From an optimization exercise on the open Yosys and OpenROAD flow, aimed at small area; shortcuts taken in it are not production practice. The RTL was checked by simulation tests, not by an equivalence proof against the original design. Power figures rest on the tool's default switching activity, not on a simulated workload.

==> flow/design.v, too long to show whole: its modules and the start of the top module <==
// module rd_aoi3: 3 lines
// module rd_nand2: 3 lines
// module rd_nand3: 3 lines
// module rd_nand4: 3 lines
// module rd_or2: 3 lines
// module rd_or3: 3 lines
// module rd_mux: 627 lines
// module rd_sel: 11 lines
// module wen_nor: 7 lines
// module board_top: 187 lines
module board_top (
  input  logic                   clk_125,
  input  logic                   rst_n_i,
  input  logic                   host_stb_i,
  input  logic                   host_we_i,
  input  logic [32/8-1:0]   host_sel_i,
  input  logic [31:0]            host_adr_i,
  input  logic [32-1:0]     host_dat_i,
  output logic                   host_ack_o,
  output logic                   host_err_o,
  output logic [32-1:0]     host_dat_o,
  output logic [80-1:0] zdok0_out_o,
  output logic [80-1:0] zdok0_oe_o,
  input  logic [80-1:0] zdok0_in_i,
  output logic [80-1:0] zdok1_out_o,
  output logic [80-1:0] zdok1_oe_o,
  input  logic [80-1:0] zdok1_in_i,
  output logic [8-1:0]  led_o
);
  // ...
==> flow/flow/run.sh <==
#!/bin/bash
# The standard layout, with two changes: port buffers use the smallest buffer
# cell, and clock tree synthesis uses small clkbuf_4 leaf clusters and no
# dummy loads.
set -euo pipefail
export BUFFER_PORTS_ARGS="-buffer_cell sky130_fd_sc_hd__buf_1"
export CTS_ARGS="-sink_clustering_enable -repair_clock_nets -dont_use_dummy_load -buf_list sky130_fd_sc_hd__clkbuf_4 -sink_clustering_size 10 -sink_clustering_max_diameter 40"
bash standard.sh > standard.log 2>&1
==> flow/standard.sh <==
#!/bin/bash
# synth_recipe.tcl (not shown) runs the flow's synth.tcl, then flattens the netlist and writes it again
# the make line also repeats each setting of config.mk as NAME=value (left out here)
make -C /OpenROAD-flow-scripts/flow DESIGN_CONFIG=/design/flow/config.mk WORK_HOME=/design/flow/orfs CLKGATE_MAP_FILE= SYNTH_SCRIPT=/design/flow/synth_recipe.tcl "${@:-finish}"
==> flow/config.mk <==
export PLATFORM = sky130hd
export DESIGN_NAME = board_top
export DESIGN_NICKNAME = board_top
export VERILOG_FILES = /design/flow/design.v
export SDC_FILE = /design/flow/constraint.sdc
export NUM_CORES = 4
export LEC_CHECK = 0
export CAP_MARGIN = 20
export CORE_AREA = 2.3 2.72 199.08 198.56
export DIE_AREA = 0 0 201.4 201.4
export SLEW_MARGIN = 20
export SYNTH_HIERARCHICAL = 1
==> flow/constraint.sdc <==
create_clock -name core_clock -period 8.0 [get_ports {clk_125}]
set_input_delay 1.6000 -clock core_clock [delete_from_list [all_inputs] [get_ports {clk_125}]]
set_output_delay 1.6000 -clock core_clock [all_outputs]
set_load 0.01 [all_outputs]
==> tab_implementation.tex, run 1 <==
\begin{tabular}{lr}
\hline
Metric & Value \\
\hline
\multicolumn{2}{l}{\textbf{Drt}} \\
Iteration-0 DRC count of the detailed router & 2042 \\
Number of iterations in the first detailed-routing pass & 10 \\
\multicolumn{2}{l}{\textbf{Clock network}} \\
Clock sink count & 569 \\
Resize count post-CTS & 0 \\
Total CTS buffers & 76 \\
\multicolumn{2}{l}{\textbf{STA}} \\
Worst Slack Setup Final & 3.71 ns \\
Slew HR & 0.233 \\
TNS Setup & 0 ns \\
Hold Vio Cnt, Final & 0 \\
\multicolumn{2}{l}{\textbf{Place}} \\
Placed cell area & 0.0219 mm2 \\
Count of buffers inserted at the top-level ports & 591 \\
\multicolumn{2}{l}{\textbf{Pwr}} \\
Seq pwr & 3.43 mW \\
Power consumed by the clock network & 1.33 mW \\
Total power density per cell area & 227 mW/mm2 \\
\multicolumn{2}{l}{\textbf{Floorplanning}} \\
Total number of placement rows & 72 \\
Initial Utilization & 0.490 \\
IO Pins & 594 \\
Well Taps & 518 \\
Height of the chip & 201 um \\
\multicolumn{2}{l}{\textbf{Finish}} \\
Fraction of area in clock buffers and inverters & 0.0254 \\
Most common library cell in the layout ignoring fill and taps & sky130\_fd\_sc\_hd\_\_buf\_1 \\
Fill cell count & 3253 \\
Number of nets in the finished design & 2068 \\
Number of antenna diodes & 9 \\
Dominant kind of cell by area & registers \\
Buffers excl. clock & 617 \\
Final core area utilization & 0.585 \\
Count of multi-input gates & 549 \\
\multicolumn{2}{l}{\textbf{Critical path}} \\
Worst-path fanout max & 16 \\
Kind of cell with the highest combined delay on the critical path & simple AND/OR/NAND/NOR gates \\
Kind of end point of the critical path & register \\
Reg-to-reg critical path endpoint & pos\_q[2]\$\_SDFFE\_PN0P\_ \\
First element of the critical path & host\_adr\_i[19] \\
\multicolumn{2}{l}{\textbf{Status}} \\
Result of the run & complete, no violations \\
\multicolumn{2}{l}{\textbf{Logic synthesis}} \\
Average footprint of a synthesized cell & 16.6 um2 \\
Mapped Cells & 1134 \\
\multicolumn{2}{l}{\textbf{Worst hold path}} \\
Worst hold path stage count & 1 \\
Hold WC Path Type & register to register \\
\multicolumn{2}{l}{\textbf{Global route}} \\
Largest net degree at the start of global routing & 54 \\
\hline
\end{tabular}
==> run 2, diff against run 1 <==
--- a/flow/config.mk
+++ b/flow/config.mk
@@ -5,8 +5,8 @@
 export SDC_FILE = /design/flow/constraint.sdc
 export NUM_CORES = 4
 export LEC_CHECK = 0
-export CAP_MARGIN = 20
+export CAP_MARGIN = 5
 export CORE_AREA = 2.3 2.72 199.08 198.56
 export DIE_AREA = 0 0 201.4 201.4
-export SLEW_MARGIN = 20
+export SLEW_MARGIN = 5
 export SYNTH_HIERARCHICAL = 1
==> run 2 against run 1 <==
  * First-iteration DRC count is 2.2% higher
  * Cell area about the same
  * Total power barely moved
  * Synthesized cell count did not move
  * Utilization is essentially flat
  * Final cell count is essentially flat
  * Largest power group unchanged
  * Largest cell class unchanged
==> tab_implementation.tex, run 2 <==
\begin{tabular}{lr}
\hline
Metric & Value \\
\hline
\multicolumn{2}{l}{\textbf{Clock network}} \\
CTS tree & built (unchanged) \\
CTS hold repair buffers & 0 (unchanged) \\
Total CTS buffers & 76 (unchanged) \\
Clock transition at path regs & 0.09 ns (about the same) \\
Worst-skew pair later-pin latency & 0.80 ns (was 0.81 ns) \\
Number of setup buffers added after CTS & 0 (unchanged) \\
Maximum clock path buffer count & 3 (unchanged) \\
Clock sink count & 569 (unchanged) \\
Resize count post-CTS & 0 (unchanged) \\
Clock root cell & sky130\_fd\_sc\_hd\_\_clkbuf\_4 (unchanged) \\
H-tree levels & 3 (unchanged) \\
\multicolumn{2}{l}{\textbf{Place}} \\
Placed cells & 2260 (unchanged) \\
Placed cell area & 0.0219 mm2 (unchanged) \\
Detail Placement HPWL & 49.2 mm (unchanged) \\
Count of buffers inserted at the top-level ports & 591 (unchanged) \\
Gpl congestion & 0.888 (unchanged) \\
Post-Place Setup Slack & 3.12 ns (unchanged) \\
\multicolumn{2}{l}{\textbf{Worst hold path}} \\
Hold WC Path Type & register to register (unchanged) \\
Min-Delay Startpoint & pre\_q[0]\$\_SDFF\_PN0\_ (unchanged) \\
Worst hold path stage count & 1 (unchanged) \\
Hold path endpoint & pre\_q[0]\$\_SDFF\_PN0\_ (unchanged) \\
\multicolumn{2}{l}{\textbf{Logic synthesis}} \\
Average footprint of a synthesized cell & 16.6 um2 (unchanged) \\
Mapped Area & 0.0188 mm2 (unchanged) \\
Post-Syn Nets & 1382 (unchanged) \\
Mapped Cells & 1134 (unchanged) \\
Number of warning messages in the yosys log & 8 (unchanged) \\
\multicolumn{2}{l}{\textbf{Drt}} \\
Iteration-0 DRC count of the detailed router & 2087 (was 2042) \\
Final ANT Viol Nets & 0 (unchanged) \\
Via density & 6.04 (was 6.03) \\
Total Routed Length & 67.4 mm (was 67.3 mm) \\
Number of iterations in the first detailed-routing pass & 8 (was 10) \\
Drt drc & 0 (unchanged) \\
Vias post-DR & 14.1k (about the same) \\
WL per Instance & 28.8 um (was 28.7 um) \\
\multicolumn{2}{l}{\textbf{Global route}} \\
Number of global-route vias before repair & 13.5k (unchanged) \\
Sum of overflow across all layers after global routing & 0 (unchanged) \\
Grt met2 use & 0.510 (unchanged) \\
Wire length of the first global-routing pass & 93.7 mm (unchanged) \\
Met1 demand-to-capacity share in global routing & 0.426 (unchanged) \\
Overall routing resource usage & 0.322 (unchanged) \\
Largest net degree at the start of global routing & 54 (unchanged) \\
Fraction of met3 tracks used by global routing & 0.0922 (unchanged) \\
Antenna violations before repair & 10 (unchanged) \\
Layer carrying the most global-route usage & met2 (unchanged) \\
\multicolumn{2}{l}{\textbf{Critical path}} \\
Kind of cell with the highest combined delay on the critical path & simple AND/OR/NAND/NOR gates (unchanged) \\
Cell at the slowest stage of the critical path & sky130\_fd\_sc\_hd\_\_nor2\_2 (unchanged) \\
Source of the worst register-to-register timing path & pre\_q[0]\$\_SDFF\_PN0\_ (unchanged) \\
Worst-case reg-to-reg path depth & 12 (unchanged) \\
Critical path data required time & 8.64 ns (was 8.65 ns) \\
Data arrival time at the worst-slack endpoint & 4.90 ns (was 4.94 ns) \\
Worst-path fanout max & 16 (unchanged) \\
Launching element type of the critical path & input port (unchanged) \\
Largest stage delay on the critical path & 0.92 ns (was 0.88 ns) \\
Flop-to-flop setup slack & 4.54 ns (was 4.52 ns) \\
Kind of end point of the critical path & register (unchanged) \\
Type of the setup path with the least slack & input port to register (unchanged) \\
Cell Chain, Critical Path & buf\_1 -> nor4\_1 -> nand4b\_4 -> nor3b\_1 -> nand3\_1 -> nor2\_2 -> a222oi\_1 -> nand4\_1 -> or2\_1 (unchanged) \\
Reg-to-reg critical path endpoint & pos\_q[2]\$\_SDFFE\_PN0P\_ (unchanged) \\
Count of buffering cells on the critical path with inverters included & 1 (unchanged) \\
\multicolumn{2}{l}{\textbf{Floorplanning}} \\
Area of the placeable core & 0.0385 mm2 (unchanged) \\
Chip width & 201 um (unchanged) \\
Die area & 0.0406 mm2 (unchanged) \\
Total number of placement rows & 72 (unchanged) \\
Initial Utilization & 0.490 (unchanged) \\
IO Pins & 594 (unchanged) \\
Height of the chip & 201 um (unchanged) \\
\multicolumn{2}{l}{\textbf{Finish}} \\
Number of nets in the finished design & 2068 (unchanged) \\
Fill cell count & 3253 (unchanged) \\
Final core area utilization & 0.585 (about the same) \\
Finished layout cell area & 0.0225 mm2 (about the same) \\
Non-Filler Instances & 2343 (was 2345) \\
Most common library cell in the layout ignoring fill and taps & sky130\_fd\_sc\_hd\_\_buf\_1 (unchanged) \\
Area Overhead vs Synth & 19.3\% (was 19.4\%) \\
Fraction of layout cells with a size suffix above 1 & 0.0666 (was 0.0682) \\
Commonest cells after routing, fill and taps aside & sky130\_fd\_sc\_hd\_\_buf\_1, sky130\_fd\_sc\_hd\_\_edfxtp\_1, sky130\_fd\_sc\_hd\_\_dfxtp\_1 (unchanged) \\
\multicolumn{2}{l}{\textbf{Pwr}} \\
Total design power & 5.11 mW (about the same) \\
Total power density per cell area & 227 mW/mm2 (about the same) \\
Leak & 7.64 nW (about the same) \\
VDD IR max & 151 uV (about the same) \\
\multicolumn{2}{l}{\textbf{STA}} \\
Slew HR & 0.167 (was 0.233) \\
Fmax & 0.235 GHz (was 0.233 GHz) \\
Min Clock Period, post-route & 4.26 ns (was 4.29 ns) \\
Worst Slack Setup Final & 3.74 ns (was 3.71 ns) \\
Share of the clock period used by the worst path & 0.532 (was 0.537) \\
Least-Margin Pin Slew & 1.25 ns (was 1.15 ns) \\
Hold Vio Cnt, Final & 0 (unchanged) \\
TNS Setup & 0 ns (unchanged) \\
Max Slew Vio Count & 0 (unchanged) \\
Hold slack & 0.431 ns (about the same) \\
Worst setup skew after layout & 0.102 ns (was 0.104 ns) \\
Setup repair after global routing missed its margin & no (unchanged) \\
Final-report setup violation count & 0 (unchanged) \\
\multicolumn{2}{l}{\textbf{Run}} \\
Number of max-capacitance violations reported & 0 (unchanged) \\
\multicolumn{2}{l}{\textbf{Status}} \\
Result of the run & complete, no violations (unchanged) \\
\hline
\end{tabular}
run 2: cell type report:
cell class              instances  area, um2  share of cell area
clock buffers                  76        571              0.0254
repair buffers                617       2410               0.107
flip-flops and latches        569      14900               0.665
well taps                     518        648              0.0288
inverters                       7       26.3             0.00117
diodes                          7       17.5            0.000779
multi-input cells             549       3860               0.172
run 2: worst max path at each step:
stage / startpoint / to / cells past startpoint
after detailed placement: host_adr_i[19] / rd_q[0]$_DFF_P_ / 9
after floorplan: host_adr_i[26] / rd_q[0]$_DFF_P_ / 8
final: host_adr_i[19] / rd_q[7]$_DFF_P_ / 9
after global placement: host_adr_i[19] / rd_q[0]$_DFF_P_ / 9
after CTS: host_adr_i[19] / rd_q[7]$_DFF_P_ / 9
after global routing: host_adr_i[19] / rd_q[11]$_DFF_P_ / 9
run 2: power breakdown:
group | switching (mW) | leakage, nW | internal [mW] | total, mW
combinational | 0.264 | 2.34 | 0.0873 | 0.351
sequential | 0.103 | 4.95 | 3.33 | 3.43
clock | 0.892 | 0.350 | 0.438 | 1.33
total | 1.26 | 7.64 | 3.85 | 5.11
run 2: routing by layer:
layer,wire length (um),vias up
met4,2330,8
li1,-,6006
met1,25600,6942
met5,57,-
met3,8090,147
met2,31200,1041

==> separate check: timing with driven ports <==
How much do the figures lean on ideal ports? The routed layouts below were timed once more, with nothing changed but the port constraints.
Step 1: set_driving_cell puts a clkbuf_16 on clk_125 and a buf_2 on each other input, an assumption about the parent block.
Step 2, shift: input delay + t, output delay - t, t = (earliest + latest rising clock arrival at the registers) / 2. This alone moves slack from input paths to output paths.
Three values: ideal, step 1, step 2; two values: the first two.
| run | shift t [ns] | slack for setup (ns) | latest minus earliest clock arrival (ns) |
|---|---|---|---|
| run 1 | 0.790 | 3.707 / 3.736 / 2.946 | 0.146 / 0.146 |
| run 2 | 0.785 | 3.740 / 3.770 / 2.984 | 0.143 / 0.143 |
After both steps setup and hold are still met in every run listed. For run 1, which loses most, drivers alone change the setup slack by +0.029 ns; drivers and shift together by -0.761 ns.
